From an optimization exercise on the open Yosys and OpenROAD flow, aimed at small area; shortcuts taken in it are not production practice.
The RTL was checked by simulation tests, not by an equivalence proof against the original design.
Power is estimated from default activity; no workload was simulated.

`run.sh`:
```
#!/bin/bash
# synth_recipe.tcl (not shown) runs the flow's synth.tcl, then flattens the netlist and writes it again
# the make line also repeats each setting of config.mk as NAME=value (left out here)
make -C /OpenROAD-flow-scripts/flow DESIGN_CONFIG=/design/flow/config.mk WORK_HOME=/design/flow/orfs CLKGATE_MAP_FILE= SYNTH_SCRIPT=/design/flow/synth_recipe.tcl finish
```
`design.v`:
```
package regfile_pkg;
    localparam int unsigned DW       = 32;
    localparam int unsigned AW       = 5;
    localparam int unsigned NREG     = 2 ** AW;
    localparam int unsigned REG_ZERO = 0;
endpackage
module regfile_scoreboard
#(
    parameter int unsigned AW = regfile_pkg::AW
) (
    input  logic              clock,
    input  logic              reset,
    input  logic [AW-1:0]     rna,
    input  logic [AW-1:0]     rnb,
    input  logic              use_a,
    input  logic              use_b,
    input  logic              we,
    input  logic [AW-1:0]     wn,
    input  logic              issue,
    input  logic [AW-1:0]     issue_rd,
    output logic              stall,
    output logic [2**AW-1:0]  busy
);
    localparam int unsigned NR = 2 ** AW;
    logic [NR-1:0] busy_q, busy_d;
    logic          wr_en, set_en;
    logic          hit_a, hit_b;
    assign wr_en  = we && (wn != AW'(regfile_pkg::REG_ZERO));
    assign set_en = issue && !stall && (issue_rd != AW'(regfile_pkg::REG_ZERO));
    always_comb begin
        hit_a = use_a && busy_q[rna];
        hit_b = use_b && busy_q[rnb];
        stall = hit_a || hit_b;
    end
    always_comb begin
        busy_d = busy_q;
        if (wr_en)  busy_d[wn]       = 1'b0;
        if (set_en) busy_d[issue_rd] = 1'b1;
    end
    always_ff @(posedge clock) begin
        if (reset) begin
            busy_q <= '0;
        end else begin
            busy_q <= busy_d;
        end
    end
    assign busy = busy_q;
endmodule
module regfile_sb
#(
    parameter int unsigned DW = regfile_pkg::DW,
    parameter int unsigned AW = regfile_pkg::AW
) (
    input  logic              clock,
    input  logic              reset,
    input  logic [AW-1:0]     rna,
    input  logic [AW-1:0]     rnb,
    input  logic              use_a,
    input  logic              use_b,
    output logic [DW-1:0]     qa,
    output logic [DW-1:0]     qb,
    input  logic              we,
    input  logic [AW-1:0]     wn,
    input  logic [DW-1:0]     d,
    input  logic              issue,
    input  logic [AW-1:0]     issue_rd,
    output logic              stall,
    output logic [2**AW-1:0]  busy
);
    localparam int unsigned NR = 2 ** AW;
    logic [DW-1:0] regs_q [NR];
    logic          wr_en;
    assign wr_en = we && (wn != AW'(regfile_pkg::REG_ZERO));
    always_ff @(posedge clock) begin
        if (reset) begin
            for (int i = 0; i < int'(NR); i++) begin
                regs_q[i] <= '0;
            end
        end else if (wr_en) begin
            regs_q[wn] <= d;
        end
    end
    assign qa = regs_q[rna];
    assign qb = regs_q[rnb];
    regfile_scoreboard #(
        .AW (AW)
    ) u_scoreboard (
        .clock    (clock),
        .reset    (reset),
        .rna      (rna),
        .rnb      (rnb),
        .use_a    (use_a),
        .use_b    (use_b),
        .we       (we),
        .wn       (wn),
        .issue    (issue),
        .issue_rd (issue_rd),
        .stall    (stall),
        .busy     (busy)
    );
endmodule
```
`constraint.sdc`:
```
create_clock -name core_clock -period 5.5 [get_ports {clock}]
set_input_delay 1.1000 -clock core_clock [delete_from_list [all_inputs] [get_ports {clock}]]
set_output_delay 1.1000 -clock core_clock [all_outputs]
set_load 0.01 [all_outputs]
```
`config.mk`:
```
export PLATFORM = sky130hd
export DESIGN_NAME = regfile_sb
export DESIGN_NICKNAME = regfile_sb
export VERILOG_FILES = /design/flow/design.v
export SDC_FILE = /design/flow/constraint.sdc
export NUM_CORES = 4
export LEC_CHECK = 0
export CAP_MARGIN = 20
export CORE_MARGIN = 2
export CORE_UTILIZATION = 40
export SLEW_MARGIN = 20
```
==> flow_results.org <==
** Timing
- After layout, the worst setup slack is 0.613 ns.
- Setup violations remaining at the end of the flow were counted as 0.
- Final worst path period need :: 4.89 ns
- Setup repair after global routing missed its margin :: no
- In the finished design, the share of the clock period the worst path needs comes to 0.889.
- Pins over their slew limit :: 0
- Headroom to the max-slew limit came out at 0.258.
- Summed over all failing endpoints, the final setup total negative slack is 0 ns.
- Hold Fails Final Rpt :: 0
- Transition at the pin with the smallest max-transition slack :: 1.11 ns
- Setup skew after layout :: 0.00625 ns
- Maximum frequency from static timing analysis :: 205 MHz

** Yosys
- Of the total synthesized cell area, the portion taken by XOR and XNOR cells is 0.000931.
- Number of flip-flops and latches in the synthesized netlist :: 1056
- Synth Area in Simple Gates :: 0.136
- The synthesized design contains 1024 enable-type register cells.
- The share of synthesized area in the top cell type comes to 0.545.
- Mux cell area share after synthesis :: 0.269
- In the synthesized netlist, the number of instances is 3501.
- For this run, the leading register cell type out of synthesis is edfxtp_1.
- In the synthesized netlist the async set-or-reset flop fraction comes to 0.
- Leading cell types by total area after synthesis :: edfxtp_1, mux4_2, and2_1, clkbuf_1, dfxtp_1
- During synthesis, Yosys emitted a total of 2 warnings.
- The post-synthesis compound-gate area fraction was 0.00847.
- Of the synthesized area, sequential elements account for 0.556.
- A synthesized cell averages 16.1 um^2.
- The biggest area contributor in the post-synthesis netlist is edfxtp_1.
- Counting every net in the synthesized netlist gives 3569.
- After synthesis, the largest family of logic cells by area is multiplexers.
- By count the netlist is led by and2_1, edfxtp_1, mux4_2, clkbuf_1, nand2_1.
- Synthesis instantiated 44 different standard cells from the library.
- Of the total synthesized cell area, the portion taken by full adders, half adders and majority gates is 0.00222.
- Synthesized area :: 56400 um^2

** Pwr
- Summed over all cells, the static leakage comes to 21.7 nW.
- The design draws 19.4 mW.
- IR analysis of the VDD net gives a maximum drop of 0.268 mV.
- Power Density :: 300 nW/um^2

** Floorplanning
- The die covers 144000 um^2.
- FP Rows :: 137
- Width of the die :: 380 um
- 155 I/O pins were placed.
- Die Height :: 380 um
- Initial core utilization :: 0.404
- Core Region :: 140000 um^2

** Clocking
- TritonCTS clock tree :: built
- Gates resized during post-CTS repair numbered 0.
- Worst-case clock buffer depth :: 3
- Max H-tree Level :: 3
- At the later pin of the worst-skew pair, clock insertion delay measures 0.71 ns.
- Clock tree synthesis selected as its root buffer the cell clkbuf_16.
- Number of sinks handled by clock tree synthesis :: 1056
- Hold repair after CTS inserted 0 buffers.
- Clock-pin slew was measured on the worst setup and hold paths at 0.06 ns.
- Buffers inserted during clock tree synthesis total 113.
- After clock tree synthesis, the setup repair step added 0 buffers.

** Hold path
- The path class of the tightest hold or removal check is register to register.
- Critical hold path startpoint :: u_scoreboard.busy_q[16]

** Worst setup path
- The largest single stage delay on the critical path is 0.53 ns.
- Critical path's top delay family :: buffers and inverters
- WP data arrival :: 3.79 ns
- Crit end category :: primary output
- Traced cell by cell, the critical path runs through buf_8, buf_12, buf_12, mux4_2, mux4_2, nand2_1, nand2_1, clkdlybuf4s50_1.
- Reg2Reg Launch Point :: u_scoreboard.busy_q[2]
- STA puts the critical path data required time at 4.40 ns.
- For this design, the slowest cell found on the critical path is mux4_2.
- Type of element launching the critical path :: primary input
- Kind of critical path :: primary input to primary output
- Along the worst path, the maximum fanout reaches 25.
- The most critical setup path has its startpoint at rna[0].
- Together, buffers and inverters on the worst path number 4.

** Placement
- Dpl cells :: 5343
- Place WS :: 0.616 ns
- Weighted congestion at the end of routability-driven global placement :: 0.806
- Port bufs :: 154
- Standard cell area after detailed placement :: 61100 um^2
- The wire-length estimate of the detail-placed layout is 110 mm.

** Cells and area
- Count of filler cells inserted in the layout :: 11900
- Layout cell share with drive strength beyond 1 :: 0.298
- Final standard cell count with taps included and fillers excluded :: 5553
- Register area :: 31400 um^2
- Fin area :: 64500 um^2
- Relative to the synthesized area, the layout overhead comes to 14.3%.
- Multi-input gate area in the final layout :: 23700 um^2
- For this run, the post-layout net count is 3650.

** Detailed routing
- Using the TritonRoute via totals, the vias-per-cell ratio works out to 6.20.
- Routed Wire Length :: 194 mm
- The detailed router finished its first iteration with 5170 violations.
- DRC Markers :: 0
- Count of vias placed by the detailed router :: 34400
- Once detail routing completed, the nets flagged for antenna violations numbered 0.
- In the final routed layout, each cell accounts on average for 35.0 um.
- For this run, the detailed router's first-pass iteration total came to 6.

** Global route
- Entering global routing, the biggest net connects 67 pins.
- GRT overflow :: 0
- The number of global-route vias before repair was 34600.
- In the global route stage, overall resource usage came out at 0.268.
- The initial antenna violation count is 29.
- Wire length of the first global-routing pass :: 271 mm

** Job
- Max-capacitance violation count :: 0

** Status
- Status :: complete, no violations
## logic make-up (layout without fill, tap and decap cells)
family	Yosys count	in the layout
flip-flops	1056	1056
AND/OR/NAND/NOR	1287	1287
AO/OA/AOI/OAI	71	71
multiplexers	695	695
buffers and inverters	376	545
XOR/XNOR	6	6
adder cells (fa/ha/maj)	10	10
other	0	7
## layout by cell type, fill, tap and decap left out, types with 8 or more instances in the layout
cell type,count
and2_1,1024
buf_12,55
buf_4,124
clkbuf_1,26
clkbuf_16,114
clkdlybuf4s50_1,139
clkinv_1,26
clkinv_2,17
dfxtp_1,32
edfxtp_1,1024
ha_1,10
inv_1,10
mux2_2,32
mux2i_1,8
mux4_2,653
nand2_1,116
nand3_1,9
nand3b_1,10
nor2_1,11
nor2_4,32
nor2b_1,29
o21ai_0,27
o31ai_1,31
or2_2,32
## per-stage QoR
| step | hold slack, ns | utilization |
|---|---|---|
| floorplan | 0.529 | - |
| global placement | 0.585 | 0.437 |
| detailed placement | 0.605 | 0.437 |
| CTS | 0.613 | 0.462 |
| global route | 0.647 | 0.462 |
| finish | 0.625 | 0.462 |
## area by class of cell
class                      count  area share
antenna                        7    0.000272
clock buffer                 140      0.0457
clock inverter                63     0.00754
inverter                      11    0.000640
multi-input combinational   2069       0.368
sequential                  1056       0.487
tap                         1876      0.0364
timing repair buffer         331      0.0549
## worst reg2reg max path, stage by stage (launching register included)
cell	delay, ns
dfxtp_1	0.40
mux4_1	0.51
nor2b_1	0.14
a2111oi_1	0.39
a31oi_1	0.10
a32o_2	0.31
buf_4	0.27
o41ai_2	0.34
## path summary, 6_finish.rpt
kind / end / slack, ns / depth (start not counted)
setup / recovery: qa[7] / 0.61 / 8
hold / removal: u_scoreboard.busy_q[16] / 0.62 / 2
setup reg to reg: u_scoreboard.busy_q[0] / 2.96 / 7
hold reg to reg: u_scoreboard.busy_q[16] / 0.62 / 2
## sequential cells by signal, indices dropped and copies added (netlist names)
register,count
regs_q,1024
u_scoreboard.busy_q,32
## report_power, final
group          internal, mW  switching, mW  total (mW)  leakage (nW)
combinational          1.22           1.34        2.57          9.99
sequential             9.24          0.208        9.45          10.0
clock                  4.06           3.30        7.36          1.66
total                  14.5           4.85        19.4          21.7
## metal layers
layer,part of all wire,global-route usage,up-vias
li1,-,-,13700
met1,0.38,0.364,18300
met2,0.48,0.429,2021
met3,0.097,0.0439,427
met4,0.043,0.109,10
met5,0.00037,0,-

-- port drivers added, routing unchanged --
Ports are ideal in the flow. The routed layout listed here was re-timed in OpenROAD. Step 1 (the two cells are an assumption about what drives the block):
set clk [get_ports {clock}]
set_driving_cell -lib_cell sky130_fd_sc_hd__clkbuf_16 $clk
set_driving_cell -lib_cell sky130_fd_sc_hd__buf_2 [delete_from_list [all_inputs] $clk]
Step 2 moves the port delays by t, midway between the first and last clock arrival at a register: inputs arrive t later, outputs are due t later. That takes back most of the time a late clock gives input paths. Three values: ideal ports, drivers, drivers and shift; two values: the first two.
t, ns: 0.800
setup slack, ns: 0.613 / 0.561 / 0.561
worst setup path at the end: input to output
worst slew at a driven data input, ns: 0.23
cell pins on the clock port's net: 1
After both steps this run still meets setup and hold. The setup slack of this run moves by -0.052 ns with the drivers and by -0.052 ns with both steps.
